Context: an optimization exercise on an open-source flow, tuned for small area, a short achievable clock period and few clock cycles per item. The choices shown serve that exercise and are no tape-out recipe.
Function was checked by simulation only, so behaviour that the tests miss may differ from the original.
Power is estimated from default activity; no workload was simulated.

==> flow/design.v <==
module alu #(
  parameter int WIDTH = 32
) (
  input  logic             clk,
  input  logic             rst_b,
  input  logic [3:0]       opcode,
  input  logic [WIDTH-1:0] ibus,
  output logic [WIDTH-1:0] obus,
  output logic             fin
);
  localparam logic [3:0] OP_ADD = 4'b0011;
  localparam logic [3:0] OP_SUB = 4'b0100;
  localparam logic [3:0] OP_SHR = 4'b0101;
  localparam logic [3:0] OP_SHL = 4'b0110;
  localparam logic [3:0] OP_AND = 4'b0111;
  localparam logic [3:0] OP_OR  = 4'b1000;
  localparam logic [3:0] OP_NEG = 4'b1001;
  localparam logic [3:0] OP_MUL = 4'b1010;
  localparam logic [3:0] OP_DIV = 4'b1011;
  function automatic logic [5:0] lzc32(input logic [31:0] v);
    logic [15:0] z1, c1;
    logic [7:0]  z2;
    logic [15:0] c2;
    logic [3:0]  z3;
    logic [11:0] c3;
    logic [1:0]  z4;
    logic [7:0]  c4;
    logic        z5;
    logic [4:0]  c5;
    for (int i = 0; i < 16; i++) begin
      z1[i] = ~(v[2*i+1] | v[2*i]);
      c1[i] = ~v[2*i+1];
    end
    for (int i = 0; i < 8; i++) begin
      z2[i] = z1[2*i+1] & z1[2*i];
      c2[2*i +: 2] = z1[2*i+1] ? {1'b1, c1[2*i]} : {1'b0, c1[2*i+1]};
    end
    for (int i = 0; i < 4; i++) begin
      z3[i] = z2[2*i+1] & z2[2*i];
      c3[3*i +: 3] = z2[2*i+1] ? {1'b1, c2[2*(2*i) +: 2]} : {1'b0, c2[2*(2*i+1) +: 2]};
    end
    for (int i = 0; i < 2; i++) begin
      z4[i] = z3[2*i+1] & z3[2*i];
      c4[4*i +: 4] = z3[2*i+1] ? {1'b1, c3[3*(2*i) +: 3]} : {1'b0, c3[3*(2*i+1) +: 3]};
    end
    z5 = z4[1] & z4[0];
    c5 = z4[1] ? {1'b1, c4[3:0]} : {1'b0, c4[7:4]};
    lzc32 = z5 ? 6'd32 : {1'b0, c5};
  endfunction
  function automatic logic [32:0] rev33(input logic [32:0] v);
    for (int i = 0; i < 33; i++) rev33[i] = v[32-i];
  endfunction
  logic st_idle, st_loady, st_mstep, st_align, st_dstep, st_outq, st_outr;
  logic op_add, op_sub, op_neg, op_shr, op_shl, op_and, op_or, op_mul, op_div;
  logic [31:0] r_x;      
  logic [33:0] r_y;      
  logic [31:0] r_acc;    
  logic        r_qm1;
  logic [5:0]  r_cnt;
  logic        r_sx, r_sy, r_yz;
  logic        r_fx, r_fa;   
  logic        w_op_valid;
  logic [35:0] w_a, w_b, w_sum;
  logic        w_binv, w_ci;
  logic [35:0] w_cs_s, w_cs_c;
  logic        w_neg0;
  logic [32:0] w_sh_in, w_sh_out, w_shl;
  logic        w_sh_left, w_sh_fill;
  logic [4:0]  w_sh_amt;
  logic [31:0] w_alu;
  logic [5:0]  w_k;
  logic        w_dq;
  logic [5:0]  w_lzy, w_lzx;
  logic        w_mlast, w_dlast;
  assign w_op_valid = (opcode == OP_ADD) || (opcode == OP_SUB) || (opcode == OP_SHR) ||
                      (opcode == OP_SHL) || (opcode == OP_AND) || (opcode == OP_OR)  ||
                      (opcode == OP_NEG) || (opcode == OP_MUL) || (opcode == OP_DIV);
  always_comb begin
    logic [2:0]  b0, b1;
    logic        one0, two0, one1, two1, neg1;
    logic [35:0] ys, m0, m1, p0, p1, a;
    b0 = {r_x[1:0], r_qm1};
    b1 = r_x[3:1];
    one0 = b0[1] ^ b0[0];
    two0 = (b0 == 3'b011) || (b0 == 3'b100);
    w_neg0 = b0[2] & ~(b0[1] & b0[0]);
    one1 = b1[1] ^ b1[0];
    two1 = (b1 == 3'b011) || (b1 == 3'b100);
    neg1 = b1[2] & ~(b1[1] & b1[0]);
    ys = {{2{r_y[33]}}, r_y};
    m0 = ({36{one0}} & ys) | ({36{two0}} & {ys[34:0], 1'b0});
    m1 = ({36{one1}} & ys) | ({36{two1}} & {ys[34:0], 1'b0});
    p0 = m0 ^ {36{w_neg0}};
    p1 = {m1[33:0] ^ {34{neg1}}, neg1, neg1};
    a  = {{4{r_acc[31]}}, r_acc};
    w_cs_s = a ^ p0 ^ p1;
    w_cs_c = {(a[34:0] & p0[34:0]) | (a[34:0] & p1[34:0]) | (p0[34:0] & p1[34:0]), neg1};
  end
  always_comb begin
    logic        b_i, a_x, a_s, a_acc, b_x, b_y, b_c, b_acc;
    logic [35:0] bsrc;
    a_x   = st_loady & (op_add | op_sub);
    a_s   = st_mstep;
    a_acc = st_dstep;
    b_x   = (st_loady & ~op_add & ~op_sub) | st_outq;   
    b_i   = st_loady & (op_add | op_sub);                
    b_y   = st_dstep;                                    
    b_c   = st_mstep;
    b_acc = st_outr;                                     
    w_a   = ({36{a_x}} & {4'd0, r_x}) | ({36{a_s}} & w_cs_s) | ({36{a_acc}} & {4'd0, r_acc});
    bsrc  = ({36{b_x}} & {4'd0, r_x}) | ({36{b_i}} & {4'd0, ibus}) | ({36{b_y}} & {{2{r_y[33]}}, r_y}) |
            ({36{b_c}} & w_cs_c) | ({36{b_acc}} & {4'd0, r_acc});
    w_binv = (st_loady & (op_div ? r_x[31] : (op_sub | op_neg))) | (st_dstep & ~r_sy) |
             (st_outq & (r_sx ^ r_sy)) | (st_outr & r_sx);
    w_b   = bsrc ^ {36{w_binv}};
    w_ci  = st_mstep ? w_neg0 : w_binv;
    w_sum = 36'(({w_a, w_ci} + {w_b, w_ci}) >> 1);
  end
  always_comb begin
    logic [32:0] vl;
    w_sh_left = st_align | op_shl;
    vl        = st_align ? r_y[32:0] : {1'b0, r_x};
    w_sh_in   = w_sh_left ? rev33(vl) : {r_x[31], r_x};
    w_sh_fill = ~w_sh_left & r_x[31];
    w_sh_amt  = st_align ? w_k[4:0] : ibus[4:0];
    w_sh_out  = 33'($signed({w_sh_fill, w_sh_in}) >>> w_sh_amt);
    w_shl     = rev33(w_sh_out);
  end
  assign w_alu = ({32{op_shr}} & w_sh_out[31:0]) | ({32{op_shl}} & w_shl[31:0]) |
                 ({32{op_and}} & (r_x & ibus)) | ({32{op_or}} & (r_x | ibus)) |
                 ({32{op_add | op_sub | op_neg}} & w_sum[31:0]);
  always_comb begin
    logic [5:0] l;
    l     = lzc32(r_y[31:0] ^ {32{r_sy}});
    w_lzy = l[5] ? 6'd31 : l;
    w_lzx = lzc32(r_acc[31:0]);
  end
  assign w_k     = w_lzy - w_lzx;
  assign w_dq    = ~w_sum[35];
  assign w_mlast = (r_cnt[2:0] == 3'd7);
  assign w_dlast = (r_cnt == 6'd0);
  assign obus = ({32{r_fx}} & r_x) | ({32{r_fa}} & r_acc);
  always_ff @(posedge clk) begin
    if (rst_b) begin
      st_idle  <= 1'b1;
      st_loady <= 1'b0;
      st_mstep <= 1'b0;
      st_align <= 1'b0;
      st_dstep <= 1'b0;
      st_outq  <= 1'b0;
      st_outr  <= 1'b0;
      r_fx     <= 1'b0;
      r_fa     <= 1'b0;
      fin      <= 1'b0;
    end else begin
      st_idle  <= (st_idle & ~w_op_valid) | (st_loady & ~op_mul & ~op_div) | st_outr;
      st_loady <= st_idle & w_op_valid;
      st_mstep <= (st_loady & op_mul) | (st_mstep & ~w_mlast);
      st_align <= st_loady & op_div;
      st_dstep <= (st_align & ~w_k[5] & ~r_yz) | (st_dstep & ~w_dlast);
      st_outq  <= (st_align & (w_k[5] | r_yz)) | (st_dstep & w_dlast);
      st_outr  <= (st_mstep & w_mlast) | st_outq;
      r_fx     <= (st_mstep & w_mlast) | st_outq;
      r_fa     <= (st_loady & ~op_mul & ~op_div) | st_outr;
      fin      <= (st_mstep & w_mlast) | st_outq | (st_loady & ~op_mul & ~op_div) | st_outr;
    end
  end
  always_ff @(posedge clk) begin
    if (st_idle) begin
      op_add <= (opcode == OP_ADD);
      op_sub <= (opcode == OP_SUB);
      op_neg <= (opcode == OP_NEG);
      op_shr <= (opcode == OP_SHR);
      op_shl <= (opcode == OP_SHL);
      op_and <= (opcode == OP_AND);
      op_or  <= (opcode == OP_OR);
      op_mul <= (opcode == OP_MUL);
      op_div <= (opcode == OP_DIV);
      r_x    <= ibus;
    end
    if (st_loady) begin
      r_y   <= {{2{ibus[31]}}, ibus};
      r_sy  <= ibus[31];
      r_yz  <= (ibus == 32'd0);
      r_sx  <= r_x[31];
      r_acc <= op_div ? w_sum[31:0] : op_mul ? 32'd0 : w_alu;
      r_qm1 <= 1'b0;
      r_cnt <= '0;
    end
    if (st_mstep) begin
      r_acc <= w_sum[35:4];
      r_x   <= {w_sum[3:0], r_x[31:4]};
      r_qm1 <= r_x[3];
      r_cnt <= r_cnt + 6'd1;
    end
    if (st_align) begin
      r_y   <= {r_sy, w_shl};
      r_cnt <= w_k;
      r_x   <= '0;
    end
    if (st_dstep) begin
      if (w_dq) r_acc <= w_sum[31:0];
      r_x   <= {r_x[30:0], w_dq};
      r_y   <= {r_y[33], r_y[33:1]};
      r_cnt <= r_cnt - 6'd1;
    end
    if (st_outq) r_x <= r_yz ? 32'hFFFF_FFFF : w_sum[31:0];
    if (st_outr && op_div) r_acc <= w_sum[31:0];
  end
endmodule
Settings: LEC_CHECK=0, ABC_AREA=1, CAP_MARGIN=20, CORE_MARGIN=2, CORE_UTILIZATION=40, SETUP_SLACK_MARGIN=5, SLEW_MARGIN=20, TNS_END_PERCENT=0; clock period 10.0 ns.
run.sh (not shown) runs the stock make flow with config.mk's settings and CLKGATE_MAP_FILE= SYNTH_SCRIPT=/design/flow/synth_recipe.tcl, a recipe that flattens the netlist after the stock synthesis.
Testbench counts at the start, summed over its fixed seeds: cycles 15,434, ops 3,200.
==> next run, changes <==
--- a/flow/design.v
+++ b/flow/design.v
@@ -113,9 +113,9 @@
     w_binv = (st_loady & (op_div ? r_x[31] : (op_sub | op_neg))) | (st_dstep & ~r_sy) |
              (st_outq & (r_sx ^ r_sy)) | (st_outr & r_sx);
     w_b   = bsrc ^ {36{w_binv}};
     w_ci  = st_mstep ? w_neg0 : w_binv;
-    w_sum = 36'(({w_a, w_ci} + {w_b, w_ci}) >> 1);
+    w_sum = w_a + w_b + {35'd0, w_ci};
   end
   always_comb begin
     logic [32:0] vl;
     w_sh_left = st_align | op_shl;
Outcome:
- The new run ran to the end with no violations
- cell area falls by about 2.6%
- first-iteration DRC count shrinks by 6.4%
- die area fell by 1.1%
- total power fell by about 2%
- hold slack gains 0.11 ns
- cell count goes down by 2.3%
- wire length went down by about 8%
- area after synthesis shrinks by about 1.1%
- worst setup slack gets worse by 0.024 ns
- clock power climbs by about 0.8%
- utilization shrinks by 1.0 points
- via count fell by 4.7%
Testbench counts after the change, summed over its fixed seeds: cycles 15,434, ops 3,200.

==> afterwards: timing with drivers on the ports <==
Ports are ideal in the flow. The routed layouts listed here were re-timed in OpenROAD. Step 1: set_driving_cell puts a clkbuf_16 on clk and a buf_2 on each other input, an assumption about the parent block. Step 2 moves the port delays by t, midway between the first and last clock arrival at a register: inputs arrive t later, outputs are due t later. That takes back most of the time a late clock gives input paths. a / b / c = ideal ports / drivers / drivers and shift; a / b = the first two.
run	shift t [ns]	slack for setup (ns)	hold slack, ns	worst setup path at the end	clock arrival spread, ns
the first run	0.542	4.823 / 4.823 / 4.409	0.518 / 0.518 / 0.518	input to register	0.015 / 0.015
the second run	0.550	4.800 / 4.741 / 4.358	0.633 / 0.633 / 0.633	input to register	0.015 / 0.015
After both steps every run listed still meets setup and hold. The setup slack of the second run, which loses most, moves by -0.059 ns with the drivers and by -0.442 ns with both steps.
